From an optimization exercise on the open Yosys and OpenROAD flow, aimed at small area, a short achievable clock period and few clock cycles per item; shortcuts taken in it are not production practice. Where RTL was checked, it was by simulation tests only, not by an equivalence proof against the original. Power figures rest on the tool's default switching activity, not on a simulated workload.

==> job 3640 <==
Design multitouch_slot_event_decoder_unit, start of the top module:
module multitouch_slot_event_decoder_unit (
    input  logic               i_clk,
    input  logic               i_rst_n,
    input  logic               i_event_valid,
    output logic               o_event_ready,
    input  logic [4:0]         i_event_type,
    input  logic [9:0]         i_event_code,
    input  logic signed [31:0] i_event_value,
    input  logic [31:0]        i_time_seconds,
    input  logic [19:0]        i_time_microseconds,
    output logic               o_result_valid,
    input  logic               i_result_ready,
    output logic               o_result_processed,
    output logic               o_result_slot_index,
    output logic               o_result_slot_valid,
    output logic [15:0]        o_result_slot_x,
    output logic [15:0]        o_result_slot_y,
    output logic [7:0]         o_result_slot_pressure,
    output logic [1:0]         o_result_slot_kind,
    output logic [1:0]         o_result_touch_count,
    output logic [41:0]        o_result_report_time_ms,
    input  logic               i_cfg_valid,
    output logic               o_cfg_ready,
    input  logic [3:0]         i_cfg_index,
    input  logic [11:0]        i_cfg_data
);
clock: 9.0 ns
lec_check: 0
abc_area: 1
cap_margin: 20
core_margin: 2
core_utilization: 40
setup_slack_margin: 5
slew_margin: 20
run.sh (not shown) runs the stock make flow with config.mk's settings and CLKGATE_MAP_FILE= SYNTH_SCRIPT=/design/flow/synth_recipe.tcl, a recipe that flattens the netlist after the stock synthesis.
==> job 1313 (differences from job 3640) <==
--- a/flow/config.mk
+++ b/flow/config.mk
@@ -7,3 +7,2 @@
 export LEC_CHECK = 0
-export ABC_AREA = 1
 export CAP_MARGIN = 20
==> comparison <==
- In job 3640 the core utilization is lower than in job 1313, by 1.5 points.
- Against job 1313, the combinational power of job 3640 is higher by about 30%.
- In job 3640 the first-iteration DRC count is larger than in job 1313, by 25%.
- Against job 1313, the maximum frequency of job 3640 is higher by about 0.56%.
- Job 3640 went through all stages and came out clean. Job 1313 finished with timing, DRC and antenna clean.
No run of this note included a check of the RTL's function; only the layout flow was run.


==> inputs of job 9562 <==
multitouch_slot_event_decoder_unit, a different RTL version from the one above (not shown whole).
Settings: LEC_CHECK=0, CAP_MARGIN=20, CORE_MARGIN=2, CORE_UTILIZATION=60, CTS_BUF_LIST=sky130_fd_sc_hd__clkbuf_8, SETUP_SLACK_MARGIN=5, SLEW_MARGIN=20; clock period 9.0 ns.
standard.sh (not shown) runs the stock make flow with config.mk's settings and CLKGATE_MAP_FILE= SYNTH_SCRIPT=/design/flow/synth_recipe.tcl, a recipe that flattens the netlist after the stock synthesis.
==> flow/flow/run.sh <==
#!/bin/bash
# the standard layout, with the port buffers made from the smallest plain buffer
# (the resizer still upsizes the ones on critical paths)
cp standard.sh standard_sh.log
export BUFFER_PORTS_ARGS="-buffer_cell sky130_fd_sc_hd__buf_1"
bash standard.sh > standard.log 2>&1
==> inputs of job 7194, as changes to job 9562 <==
--- a/flow/design.v
+++ b/flow/design.v
@@ -932,20 +932,10 @@
                                i_event_code == mtsed_pkg::CODE_MT_Y);
     assign d_prs  = is_abs && (i_event_code == mtsed_pkg::CODE_PRESSURE ||
                                i_event_code == mtsed_pkg::CODE_MT_PRESSURE);
     assign d_syn  = (i_event_type == mtsed_pkg::TYPE_SYN) &&
                     (i_event_code == mtsed_pkg::CODE_SYN_REPORT);
-    logic [2:0]  op_code;
-    always_comb begin
-        op_code = 3'd0;
-        if (d_slot) op_code = 3'd1;
-        if (d_trk)  op_code = 3'd2;
-        if (d_prs)  op_code = 3'd3;
-        if (d_x)    op_code = 3'd4;
-        if (d_y)    op_code = 3'd5;
-        if (d_syn)  op_code = 3'd6;
-    end
     logic [11:0] n_sel;
     logic [13:0] n_ext;
     logic [6:0]  n_one, n_two, n_ng;
     assign n_sel = d_y ? r_h : r_w;
     assign n_ext = {2'b00, n_sel};
@@ -984,11 +974,11 @@
     logic [53:0] pl;
     assign pl[53:50] = us_z[11:8];
     assign pl[49:0]  = d_syn ? {us_z[7:0], us_h, i_time_seconds}
                              : {n_ng, n_two, n_one, round, i_event_value[27:0]};
     logic        a_valid;
-    logic [2:0]  a_op;          
+    logic        a_slot, a_trk, a_x, a_y, a_prs, a_syn;
     logic        a_f;           
     logic [53:0] a_pl;
     logic        res_valid;
     logic        m_valid;
     logic        s_free;        
@@ -1015,11 +1005,16 @@
             a_valid <= 1'b0;
         end else if (a_en) begin
             a_valid <= i_event_valid;
         end
         if (a_en) begin
-            a_op     <= op_code;
+            a_slot   <= d_slot;
+            a_trk    <= d_trk;
+            a_x      <= d_x;
+            a_y      <= d_y;
+            a_prs    <= d_prs;
+            a_syn    <= d_syn;
             a_f      <= d_slot ? (i_event_value[0] && (i_event_value[31:1] == 31'd0)) :
                         d_trk  ? (&i_event_value) :
                                  (!i_event_value[31] && (|i_event_value[30:8]));
             a_pl     <= pl;
         end
@@ -1042,33 +1037,31 @@
     mtsed_quot u_quot (
         .i_h (a_pl[41:32]),
         .i_z (a_pl[53:42]),
         .o_q (quot)
     );
-    assign m_in = (a_op[2:1] == 2'b10) ? {sc_c, sc_b, sc_a} : {quot, a_pl[31:0]};
-    logic [2:0]  m_op;
+    assign m_in = (a_x || a_y) ? {sc_c, sc_b, sc_a} : {quot, a_pl[31:0]};
     logic        m_slot, m_trk, m_x, m_y, m_prs, m_syn;
     logic        m_f;
     logic [42:0] m_pl;
     always_ff @(posedge i_clk) begin
         if (!i_rst_n) begin
             m_valid <= 1'b0;
         end else if (m_en) begin
             m_valid <= a_valid;
         end
         if (m_en) begin
-            m_op     <= a_op;
+            m_slot   <= a_slot;
+            m_trk    <= a_trk;
+            m_x      <= a_x;
+            m_y      <= a_y;
+            m_prs    <= a_prs;
+            m_syn    <= a_syn;
             m_f      <= a_f;
             m_pl     <= m_in;
         end
     end
-    assign m_slot = (m_op == 3'd1);
-    assign m_trk  = (m_op == 3'd2);
-    assign m_prs  = (m_op == 3'd3);
-    assign m_x    = (m_op == 3'd4);
-    assign m_y    = (m_op == 3'd5);
-    assign m_syn  = (m_op == 3'd6);
     logic [20:0] prod;      
     logic [15:0] pos;
     logic [41:0] ms;
     assign prod = m_pl[20:0] + m_pl[41:21] + 21'(m_pl[42]);
     assign pos  = prod[20:5];
@@ -1088,43 +1081,13 @@
     logic        r_proc;
     logic        cur_valid;
     logic        move;
     assign cur_valid = r_pv[r_cur];
     assign move      = (m_x || m_y) && cur_valid;
-    logic [1:0]  w_x, w_y, w_p, w_trk, w_kind;
-    logic        w_cur, w_syn, w_proc;
-    logic        e_cur, e_syn, e_proc;
-    logic [1:0]  e_x, e_y, e_p, e_trk, e_kind;
-    always_comb begin
-        for (int i = 0; i < 2; i++) begin
-            w_x[i]    = m_valid && m_x && (r_cur == 1'(i));
-            w_y[i]    = m_valid && m_y && (r_cur == 1'(i));
-            w_p[i]    = m_valid && m_prs && (r_cur == 1'(i));
-            w_trk[i]  = m_valid && m_trk && (r_cur == 1'(i));
-            w_kind[i] = m_valid && (m_trk || move) && (r_cur == 1'(i));
-        end
-        w_cur  = m_valid && m_slot;
-        w_syn  = m_valid && m_syn;
-        w_proc = m_valid;
-        e_x    = w_x & {2{s_free}};
-        e_y    = w_y & {2{s_free}};
-        e_p    = w_p & {2{s_free}};
-        e_trk  = w_trk & {2{s_free}};
-        e_kind = w_kind & {2{s_free}};
-        e_cur  = w_cur && s_free;
-        e_syn  = w_syn && s_free;
-        e_proc = w_proc && s_free;
-    end
     always_ff @(posedge i_clk) begin
         if (!i_rst_n) begin
             res_valid <= 1'b0;
-        end else if (s_free) begin
-            res_valid <= m_valid;
-        end
-    end
-    always_ff @(posedge i_clk) begin
-        if (!i_rst_n) begin
             r_cur     <= 1'b0;
             r_pv      <= 2'b00;
             r_count   <= '0;
             r_ms      <= '0;
             for (int i = 0; i < 2; i++) begin
@@ -1132,37 +1095,40 @@
                 r_y[i]    <= '0;
                 r_p[i]    <= '0;
                 r_kind[i] <= mtsed_pkg::KIND_NONE;
             end
         end else begin
-            if (e_cur) begin
-                r_cur <= m_f;
+            if (s_free) begin
+                res_valid <= m_valid;
             end
-            for (int i = 0; i < 2; i++) begin
-                if (e_trk[i]) begin
-                    r_pv[i] <= !m_f;
+            if (adv) begin
+                if (m_slot) begin
+                    r_cur <= m_f;
                 end
-                if (e_kind[i]) begin
-                    r_kind[i] <= m_trk ? (m_f ? mtsed_pkg::KIND_RELEASE : mtsed_pkg::KIND_PRESS)
-                                       : mtsed_pkg::KIND_MOVE;
+                if (m_trk) begin
+                    r_pv[r_cur]   <= !m_f;
+                    r_kind[r_cur] <= m_f ? mtsed_pkg::KIND_RELEASE : mtsed_pkg::KIND_PRESS;
                 end
-                if (e_x[i]) begin
-                    r_x[i] <= pos;
+                if (m_x) begin
+                    r_x[r_cur] <= pos;
                 end
-                if (e_y[i]) begin
-                    r_y[i] <= pos;
+                if (m_y) begin
+                    r_y[r_cur] <= pos;
                 end
-                if (e_p[i]) begin
-                    r_p[i] <= m_f ? 8'hFF : m_pl[7:0];
+                if (move) begin
+                    r_kind[r_cur] <= mtsed_pkg::KIND_MOVE;
+                end
+                if (m_prs) begin
+                    r_p[r_cur] <= m_f ? 8'hFF : m_pl[7:0];
+                end
+                if (m_syn) begin
+                    r_count <= 2'(r_pv[0]) + 2'(r_pv[1]);
+                    r_ms    <= ms;
                 end
-            end
-            if (e_syn) begin
-                r_count <= 2'(r_pv[0]) + 2'(r_pv[1]);
-                r_ms    <= ms;
             end
         end
-        if (e_proc) begin
+        if (adv) begin
             r_proc <= m_trk || move || m_syn;
         end
     end
     assign o_result_valid          = res_valid;
     assign o_result_processed      = r_proc;
==> flow/run.sh (new file) <==
#!/bin/bash
# synth_recipe.tcl (not shown) runs the flow's synth.tcl, then flattens the netlist and writes it again
# the make line also repeats each setting of config.mk as NAME=value (left out here)
make -C /OpenROAD-flow-scripts/flow DESIGN_CONFIG=/design/flow/config.mk WORK_HOME=/design/flow/orfs CLKGATE_MAP_FILE= SYNTH_SCRIPT=/design/flow/synth_recipe.tcl finish
CORE_UTILIZATION = 40   (was 60)
CTS_BUF_LIST = unset   (was sky130_fd_sc_hd__clkbuf_8)
removed: flow/flow/run.sh
removed: flow/standard.sh
==> comparison table <==
                                                                 job 7194  job 9562
Worst slack on hold paths                                          414 ps    417 ps
Number of cells on the critical path                                    7         3
Largest net degree at the start of global routing                      63        72
Run status                               no timing/DRC/antenna violations  no timing/DRC/antenna violations
Multiplexer fraction of the synthesized cell area                  0.0373    0.0411
Clock buffers                                                          45        53
Fraction of the mapped netlist area in simple logic gates           0.138     0.143
CP Data Required Time                                             9220 ps   7200 ps
Number of enable-type register cells in the synthesized netlist       196       106
Last weighted congestion value of the routability-driven placer     0.902     0.894
Global-route met3 utilization                                      0.0329    0.0661
Pre-CTS setup slack                                               3490 ps   4510 ps
Total number of yosys warnings                                          1         5
Highest attainable clock frequency                                247 MHz   255 MHz
Testbench counts of job 7194, summed over its fixed seeds: cycles 12,044, items 12,012.
No functional check of the RTL was part of job 9562.


==> inputs of run H <==
multitouch_slot_event_decoder_unit, a different RTL version from the one above (not shown whole).
make LEC_CHECK=0 CAP_MARGIN=20 CORE_MARGIN=2 CORE_UTILIZATION=40 SETUP_SLACK_MARGIN=5 SLEW_MARGIN=20 finish   # period 9.0 ns
run.sh (not shown) runs the stock make flow with config.mk's settings and CLKGATE_MAP_FILE= SYNTH_SCRIPT=/design/flow/synth_recipe.tcl, a recipe that flattens the netlist after the stock synthesis.
Stock flow here: none of the scripts above is used.
==> run R: changes against run H <==
- SETUP_SLACK_MARGIN: 5 -> 4
==> run notes <==
DP Wirelength: run H 44.5 mm; run R 44.4 mm
Worst ir drop on vdd: run H 0.105 mV; run R 0.121 mV
End of the worst register-to-register path: run H m_pl[38]; run R m_pl[41]
Worst setup path endpoint: run H m_pl[38]; run R m_pl[41]
Post-synthesis to final-layout area growth: run H 24.8%; run R 17.6%
Transition time at the pin with the least slew margin: run H 0.856 ns; run R 1.04 ns
Clock-cell share of area: run H 0.0380; run R 0.0434
Average wire length per cell after detail routing: run H 20.6 µm; run R 20.1 µm
R2r setup slk: run H 4.77 ns; run R 4.16 ns
Post-placement worst setup slack: run H 3.46 ns; run R 3.61 ns
Power Density: run H 141 nW/µm²; run R 151 nW/µm²
Worst rel slew slack: run H 0.429; run R 0.303
Setup WS post-layout: run H 4.77 ns; run R 4.16 ns
Vias: run H 17686; run R 17056
Worst Hold Slack: run H 0.415 ns; run R 0.415 ns
Outcome: run H no timing/DRC/antenna violations; run R no timing/DRC/antenna violations
Final weighted congestion of routability-driven global placement: run H 0.890; run R 0.895
Worst Path Arrival: run H 4.48 ns; run R 5.10 ns
Crit path time final: run H 4.23 ns; run R 4.84 ns
Testbench counts of run H, summed over its fixed seeds: cycles 12,044, items 12,012.
Testbench counts of run R, summed over its fixed seeds: cycles 12,044, items 12,012.


==> 12-08 <==
Another version of the RTL of multitouch_slot_event_decoder_unit (not shown whole).
Settings: LEC_CHECK=0, CAP_MARGIN=20, CORE_MARGIN=2, CORE_UTILIZATION=50, CTS_BUF_LIST=sky130_fd_sc_hd__clkbuf_8, SETUP_SLACK_MARGIN=5, SLEW_MARGIN=20; clock period 9.0 ns.
standard.sh (not shown) runs the stock make flow with config.mk's settings and CLKGATE_MAP_FILE= SYNTH_SCRIPT=/design/flow/synth_recipe.tcl, a recipe that flattens the netlist after the stock synthesis.
==> flow/flow/run.sh <==
#!/bin/bash
# the standard layout, with the port buffers made from the smallest plain buffer
# (the resizer still upsizes the ones on critical paths)
cp standard.sh standard_sh.log
export BUFFER_PORTS_ARGS="-buffer_cell sky130_fd_sc_hd__buf_1"
bash standard.sh > standard.log 2>&1
==> inputs of 03-28, as changes to 12-08 <==
--- a/flow/design.v
+++ b/flow/design.v
@@ -931,22 +931,12 @@
     assign d_y    = is_abs && (i_event_code == mtsed_pkg::CODE_Y ||
                                i_event_code == mtsed_pkg::CODE_MT_Y);
     assign d_prs  = is_abs && (i_event_code == mtsed_pkg::CODE_PRESSURE ||
                                i_event_code == mtsed_pkg::CODE_MT_PRESSURE);
     assign d_syn  = (i_event_type == mtsed_pkg::TYPE_SYN) &&
                     (i_event_code == mtsed_pkg::CODE_SYN_REPORT);
-    logic [2:0]  op_code;
-    always_comb begin
-        op_code = 3'd0;
-        if (d_slot) op_code = 3'd1;
-        if (d_trk)  op_code = 3'd2;
-        if (d_prs)  op_code = 3'd3;
-        if (d_x)    op_code = 3'd4;
-        if (d_y)    op_code = 3'd5;
-        if (d_syn)  op_code = 3'd6;
-    end
     logic [11:0] n_sel;
     logic [13:0] n_ext;
     logic [6:0]  n_one, n_two, n_ng;
     assign n_sel = d_y ? r_h : r_w;
     assign n_ext = {2'b00, n_sel};
     always_comb begin
@@ -983,13 +973,13 @@
     assign us_z = {1'b0, us_h, 1'b0} + {2'b00, us_h} + {5'd0, i_time_microseconds[9:3]};
     logic [53:0] pl;
     assign pl[53:50] = us_z[11:8];
     assign pl[49:0]  = d_syn ? {us_z[7:0], us_h, i_time_seconds}
                              : {n_ng, n_two, n_one, round, i_event_value[27:0]};
     logic        a_valid;
-    logic [2:0]  a_op;          
+    logic        a_slot, a_trk, a_x, a_y, a_prs, a_syn;
     logic        a_f;           
     logic [53:0] a_pl;
     logic        res_valid;
     logic        m_valid;
     logic        s_free;        
     logic        m_en;          
@@ -1014,13 +1004,18 @@
         if (!i_rst_n) begin
             a_valid <= 1'b0;
         end else if (a_en) begin
             a_valid <= i_event_valid;
         end
         if (a_en) begin
-            a_op     <= op_code;
+            a_slot   <= d_slot;
+            a_trk    <= d_trk;
+            a_x      <= d_x;
+            a_y      <= d_y;
+            a_prs    <= d_prs;
+            a_syn    <= d_syn;
             a_f      <= d_slot ? (i_event_value[0] && (i_event_value[31:1] == 31'd0)) :
                         d_trk  ? (&i_event_value) :
                                  (!i_event_value[31] && (|i_event_value[30:8]));
             a_pl     <= pl;
         end
     end
@@ -1041,35 +1036,33 @@
     );
     mtsed_quot u_quot (
         .i_h (a_pl[41:32]),
         .i_z (a_pl[53:42]),
         .o_q (quot)
     );
-    assign m_in = (a_op[2:1] == 2'b10) ? {sc_c, sc_b, sc_a} : {quot, a_pl[31:0]};
-    logic [2:0]  m_op;
+    assign m_in = (a_x || a_y) ? {sc_c, sc_b, sc_a} : {quot, a_pl[31:0]};
     logic        m_slot, m_trk, m_x, m_y, m_prs, m_syn;
     logic        m_f;
     logic [42:0] m_pl;
     always_ff @(posedge i_clk) begin
         if (!i_rst_n) begin
             m_valid <= 1'b0;
         end else if (m_en) begin
             m_valid <= a_valid;
         end
         if (m_en) begin
-            m_op     <= a_op;
+            m_slot   <= a_slot;
+            m_trk    <= a_trk;
+            m_x      <= a_x;
+            m_y      <= a_y;
+            m_prs    <= a_prs;
+            m_syn    <= a_syn;
             m_f      <= a_f;
             m_pl     <= m_in;
         end
     end
-    assign m_slot = (m_op == 3'd1);
-    assign m_trk  = (m_op == 3'd2);
-    assign m_prs  = (m_op == 3'd3);
-    assign m_x    = (m_op == 3'd4);
-    assign m_y    = (m_op == 3'd5);
-    assign m_syn  = (m_op == 3'd6);
     logic [20:0] prod;      
     logic [15:0] pos;
     logic [41:0] ms;
     assign prod = m_pl[20:0] + m_pl[41:21] + 21'(m_pl[42]);
     assign pos  = prod[20:5];
     mtsed_ms u_ms (
==> flow/flow/run.sh (replaced) <==
#!/bin/bash
# the standard layout, with the port buffers made from the smallest plain buffer
# (the resizer still upsizes the ones on critical paths), and the resizer free to
# pick any size of a cell, not only sizes of the same footprint
cp standard.sh standard_sh.log
export BUFFER_PORTS_ARGS="-buffer_cell sky130_fd_sc_hd__buf_1"
bash standard.sh MATCH_CELL_FOOTPRINT=0 finish > standard.log 2>&1
- CORE_UTILIZATION: 50 -> 40
- CTS_BUF_LIST: sky130_fd_sc_hd__clkbuf_8 -> unset
==> inputs of 04-11, as changes to 12-08 <==
--- a/flow/design.v
+++ b/flow/design.v
@@ -931,65 +931,64 @@
     assign d_y    = is_abs && (i_event_code == mtsed_pkg::CODE_Y ||
                                i_event_code == mtsed_pkg::CODE_MT_Y);
     assign d_prs  = is_abs && (i_event_code == mtsed_pkg::CODE_PRESSURE ||
                                i_event_code == mtsed_pkg::CODE_MT_PRESSURE);
     assign d_syn  = (i_event_type == mtsed_pkg::TYPE_SYN) &&
                     (i_event_code == mtsed_pkg::CODE_SYN_REPORT);
-    logic [2:0]  op_code;
-    always_comb begin
-        op_code = 3'd0;
-        if (d_slot) op_code = 3'd1;
-        if (d_trk)  op_code = 3'd2;
-        if (d_prs)  op_code = 3'd3;
-        if (d_x)    op_code = 3'd4;
-        if (d_y)    op_code = 3'd5;
-        if (d_syn)  op_code = 3'd6;
-    end
-    logic [11:0] n_sel;
-    logic [13:0] n_ext;
-    logic [6:0]  n_one, n_two, n_ng;
-    assign n_sel = d_y ? r_h : r_w;
-    assign n_ext = {2'b00, n_sel};
-    always_comb begin
+    function automatic logic [20:0] booth(input logic [11:0] n);
+        logic [13:0] e;
+        logic [6:0]  one, two, ng;
+        e = {2'b00, n};
         for (int j = 0; j < 7; j++) begin
             logic b2, b1, b0;
-            b2 = n_ext[2*j+1];
-            b1 = n_ext[2*j];
-            b0 = (j > 0) ? n_ext[2*j-1] : 1'b0;
-            n_one[j] = b1 ^ b0;
-            n_two[j] = (b2 & ~b1 & ~b0) | (~b2 & b1 & b0);
-            n_ng[j]  = b2 & ~(b1 & b0);
+            b2 = e[2*j+1];
+            b1 = e[2*j];
+            b0 = (j > 0) ? e[2*j-1] : 1'b0;
+            one[j] = b1 ^ b0;
+            two[j] = (b2 & ~b1 & ~b0) | (~b2 & b1 & b0);
+            ng[j]  = b2 & ~(b1 & b0);
+        end
+        booth = {ng, two, one};
+    endfunction
+    function automatic logic [12:0] tz(input logic [11:0] n);
+        logic [12:0] z;
+        z[0] = 1'b1;
+        for (int k = 1; k <= 12; k++) begin
+            z[k] = z[k-1] && !n[k-1];
         end
-    end
-    logic [12:0] v_tz;     
-    logic [12:0] n_tz;     
-    logic        low_zero;
+        tz = z;
+    endfunction
+    logic [20:0] dig_w, dig_h, dig;
+    assign dig_w = booth(r_w);
+    assign dig_h = booth(r_h);
+    assign dig   = d_y ? dig_h : dig_w;
+    logic [12:0] v_tz, w_tz, h_tz;
+    logic        lz_w, lz_h;
     logic        round;
+    assign v_tz = tz(i_event_value[11:0]);
+    assign w_tz = tz(r_w);
+    assign h_tz = tz(r_h);
     always_comb begin
-        v_tz[0] = 1'b1;
-        n_tz[0] = 1'b1;
-        for (int k = 1; k <= 12; k++) begin
-            v_tz[k] = v_tz[k-1] && !i_event_value[k-1];
-            n_tz[k] = n_tz[k-1] && !n_sel[k-1];
-        end
-        low_zero = 1'b0;
+        lz_w = 1'b0;
+        lz_h = 1'b0;
         for (int k = 0; k <= 12; k++) begin
-            low_zero = low_zero || (v_tz[k] && n_tz[12-k]);
+            lz_w = lz_w || (v_tz[k] && w_tz[12-k]);
+            lz_h = lz_h || (v_tz[k] && h_tz[12-k]);
         end
     end
-    assign round = i_event_value[31] && !low_zero;
+    assign round = i_event_value[31] && !(d_y ? lz_h : lz_w);
     logic [9:0]  us_h;
     logic [11:0] us_z;
     assign us_h = i_time_microseconds[19:10];
     assign us_z = {1'b0, us_h, 1'b0} + {2'b00, us_h} + {5'd0, i_time_microseconds[9:3]};
     logic [53:0] pl;
     assign pl[53:50] = us_z[11:8];
     assign pl[49:0]  = d_syn ? {us_z[7:0], us_h, i_time_seconds}
-                             : {n_ng, n_two, n_one, round, i_event_value[27:0]};
+                             : {dig, round, i_event_value[27:0]};
     logic        a_valid;
-    logic [2:0]  a_op;          
+    logic        a_slot, a_trk, a_x, a_y, a_prs, a_syn;
     logic        a_f;           
     logic [53:0] a_pl;
     logic        res_valid;
     logic        m_valid;
     logic        s_free;        
     logic        m_en;          
@@ -1014,13 +1013,18 @@
         if (!i_rst_n) begin
             a_valid <= 1'b0;
         end else if (a_en) begin
             a_valid <= i_event_valid;
         end
         if (a_en) begin
-            a_op     <= op_code;
+            a_slot   <= d_slot;
+            a_trk    <= d_trk;
+            a_x      <= d_x;
+            a_y      <= d_y;
+            a_prs    <= d_prs;
+            a_syn    <= d_syn;
             a_f      <= d_slot ? (i_event_value[0] && (i_event_value[31:1] == 31'd0)) :
                         d_trk  ? (&i_event_value) :
                                  (!i_event_value[31] && (|i_event_value[30:8]));
             a_pl     <= pl;
         end
     end
@@ -1041,35 +1045,33 @@
     );
     mtsed_quot u_quot (
         .i_h (a_pl[41:32]),
         .i_z (a_pl[53:42]),
         .o_q (quot)
     );
-    assign m_in = (a_op[2:1] == 2'b10) ? {sc_c, sc_b, sc_a} : {quot, a_pl[31:0]};
-    logic [2:0]  m_op;
+    assign m_in = (a_x || a_y) ? {sc_c, sc_b, sc_a} : {quot, a_pl[31:0]};
     logic        m_slot, m_trk, m_x, m_y, m_prs, m_syn;
     logic        m_f;
     logic [42:0] m_pl;
     always_ff @(posedge i_clk) begin
         if (!i_rst_n) begin
             m_valid <= 1'b0;
         end else if (m_en) begin
             m_valid <= a_valid;
         end
         if (m_en) begin
-            m_op     <= a_op;
+            m_slot   <= a_slot;
+            m_trk    <= a_trk;
+            m_x      <= a_x;
+            m_y      <= a_y;
+            m_prs    <= a_prs;
+            m_syn    <= a_syn;
             m_f      <= a_f;
             m_pl     <= m_in;
         end
     end
-    assign m_slot = (m_op == 3'd1);
-    assign m_trk  = (m_op == 3'd2);
-    assign m_prs  = (m_op == 3'd3);
-    assign m_x    = (m_op == 3'd4);
-    assign m_y    = (m_op == 3'd5);
-    assign m_syn  = (m_op == 3'd6);
     logic [20:0] prod;      
     logic [15:0] pos;
     logic [41:0] ms;
     assign prod = m_pl[20:0] + m_pl[41:21] + 21'(m_pl[42]);
     assign pos  = prod[20:5];
     mtsed_ms u_ms (
@@ -1087,53 +1089,58 @@
     logic [41:0] r_ms;
     logic        r_proc;
     logic        cur_valid;
     logic        move;
     assign cur_valid = r_pv[r_cur];
     assign move      = (m_x || m_y) && cur_valid;
+    logic        r_srst;
+    always_ff @(posedge i_clk) begin
+        r_srst <= !i_rst_n;
+    end
     always_ff @(posedge i_clk) begin
         if (!i_rst_n) begin
             res_valid <= 1'b0;
+        end else if (s_free) begin
+            res_valid <= m_valid;
+        end
+    end
+    always_ff @(posedge i_clk) begin
+        if (r_srst) begin
             r_cur     <= 1'b0;
             r_pv      <= 2'b00;
             r_count   <= '0;
             r_ms      <= '0;
             for (int i = 0; i < 2; i++) begin
                 r_x[i]    <= '0;
                 r_y[i]    <= '0;
                 r_p[i]    <= '0;
                 r_kind[i] <= mtsed_pkg::KIND_NONE;
             end
-        end else begin
-            if (s_free) begin
-                res_valid <= m_valid;
+        end else if (adv) begin
+            if (m_slot) begin
+                r_cur <= m_f;
+            end
+            if (m_trk) begin
+                r_pv[r_cur]   <= !m_f;
+                r_kind[r_cur] <= m_f ? mtsed_pkg::KIND_RELEASE : mtsed_pkg::KIND_PRESS;
+            end
+            if (m_x) begin
+                r_x[r_cur] <= pos;
+            end
+            if (m_y) begin
+                r_y[r_cur] <= pos;
+            end
+            if (move) begin
+                r_kind[r_cur] <= mtsed_pkg::KIND_MOVE;
+            end
+            if (m_prs) begin
+                r_p[r_cur] <= m_f ? 8'hFF : m_pl[7:0];
             end
-            if (adv) begin
-                if (m_slot) begin
-                    r_cur <= m_f;
-                end
-                if (m_trk) begin
-                    r_pv[r_cur]   <= !m_f;
-                    r_kind[r_cur] <= m_f ? mtsed_pkg::KIND_RELEASE : mtsed_pkg::KIND_PRESS;
-                end
-                if (m_x) begin
-                    r_x[r_cur] <= pos;
-                end
-                if (m_y) begin
-                    r_y[r_cur] <= pos;
-                end
-                if (move) begin
-                    r_kind[r_cur] <= mtsed_pkg::KIND_MOVE;
-                end
-                if (m_prs) begin
-                    r_p[r_cur] <= m_f ? 8'hFF : m_pl[7:0];
-                end
-                if (m_syn) begin
-                    r_count <= 2'(r_pv[0]) + 2'(r_pv[1]);
-                    r_ms    <= ms;
-                end
+            if (m_syn) begin
+                r_count <= 2'(r_pv[0]) + 2'(r_pv[1]);
+                r_ms    <= ms;
             end
         end
         if (adv) begin
             r_proc <= m_trk || move || m_syn;
         end
     end
- ABC_AREA: unset -> 1
- CORE_UTILIZATION: 50 -> 40
- CTS_BUF_LIST: sky130_fd_sc_hd__clkbuf_8 -> unset
==> inputs of 01-13, as changes to 12-08 <==
- ABC_AREA: unset -> 1
- CORE_UTILIZATION: 50 -> 60
- CTS_BUF_LIST: sky130_fd_sc_hd__clkbuf_8 -> sky130_fd_sc_hd__clkbuf_4
==> flow_summary.toml <==
[run_status]
status = "complete, no violations"

[sta]
fin_worst_skew_ns = 0.0398

[min_path]
holdPathStages = 0

[cells_and_area]
fin_nets = 3643

[synth]
seq_area_frac_synth_pct = 30.6

[setup_path]
critPathKind = "flip-flop to flip-flop"
The numbers above come from 04-11.

==> flow_summary.toml <==
[run_status]
status = "complete, no violations"

[min_path]
holdPathStages = 2

[setup_path]
cp-start-kind = "flip-flop"
critPathKind = "flip-flop to flip-flop"

[synth]
syn_nets = 2714
seq_area_frac_synth_pct = 33.1

[sta]
fin_worst_skew_ns = 0.0556

[cells_and_area]
syn_to_final_growth_pct = 11.2
fin_nets = 2871
The numbers above come from 12-08.

==> flow_summary.toml <==
[setup_path]
critPathKind = "input port to output pin"

[run_status]
status = "complete, no violations"

[cells_and_area]
fin_nets = 2881

[place]
pre_cts_ws_ns = 3.98
place.gp.congestion = 0.912

[synth]
seq_area_frac_synth_pct = 33.6

[min_path]
holdPathStages = 0
The numbers above come from 03-28.

==> flow_summary.toml <==
[power_and_ir_drop]
pg_seq_mw = 1.41

[setup_path]
cp_num_buf_inv = 3
critPathKind = "flip-flop to flip-flop"

[run_status]
status = "complete, no violations"

[synth]
seq_area_frac_synth_pct = 31.3

[sta]
fin_worst_skew_ns = 0.0663

[cells_and_area]
fin_nets = 3381

[min_path]
holdPathStages = 0
The numbers above come from 01-13.

Testbench counts of 12-08, summed over its fixed seeds: cycles 12,044, items 12,012.
Testbench counts of 03-28, summed over its fixed seeds: cycles 12,044, items 12,012.
Testbench counts of 01-13, summed over its fixed seeds: cycles 12,044, items 12,012.
The RTL of 04-11 was laid out without a check of its function.

[what the ideal ports hide]
The results above use ideal ports. As a check the final layouts listed here were re-extracted and re-timed, cells and wires unchanged. Step 1 assumes that a clkbuf_16 drives the clock port and a buf_2 every other input. Step 2, shift: input delay + t, output delay - t, t = (earliest + latest rising clock arrival at the registers) / 2. This alone moves slack from input paths to output paths. Slacks: ideal ports / drivers / drivers and shift; pairs: ideal ports / drivers.
| run | shift t [ns] | setup WS [ns] | worst setup path after step 2 | latest minus earliest clock arrival (ns) |
|---|---|---|---|---|
| job 3640 | 0.623 | 4.984 / 4.984 / 4.570 | input to register | 0.029 / 0.029 |
| job 1313 | 0.648 | 4.961 / 4.961 / 4.511 | input to register | 0.026 / 0.026 |
| job 9562 | 0.660 | 5.075 / 5.052 / 4.471 | input to register | 0.034 / 0.034 |
| job 7194 | 0.605 | 4.959 / 4.994 / 4.389 | input to register | 0.033 / 0.033 |
| run H | 0.603 | 4.774 / 4.774 / 4.571 | input to register | 0.017 / 0.017 |
| run R | 0.607 | 4.155 / 4.146 / 3.637 | input to register | 0.024 / 0.023 |
| 12-08 | 0.673 | 5.060 / 5.058 / 4.551 | input to register | 0.056 / 0.056 |
| 03-28 | 0.635 | 5.074 / 5.053 / 4.538 | input to register | 0.011 / 0.011 |
| 04-11 | 0.599 | 5.025 / 5.025 / 4.677 | input to register | 0.040 / 0.040 |
| 01-13 | 0.815 | 4.986 / 4.986 / 4.480 | input to register | 0.074 / 0.074 |
After both steps setup and hold are still met in every run listed. For job 9562, which loses most, drivers alone change the setup slack by -0.023 ns; drivers and shift together by -0.604 ns.
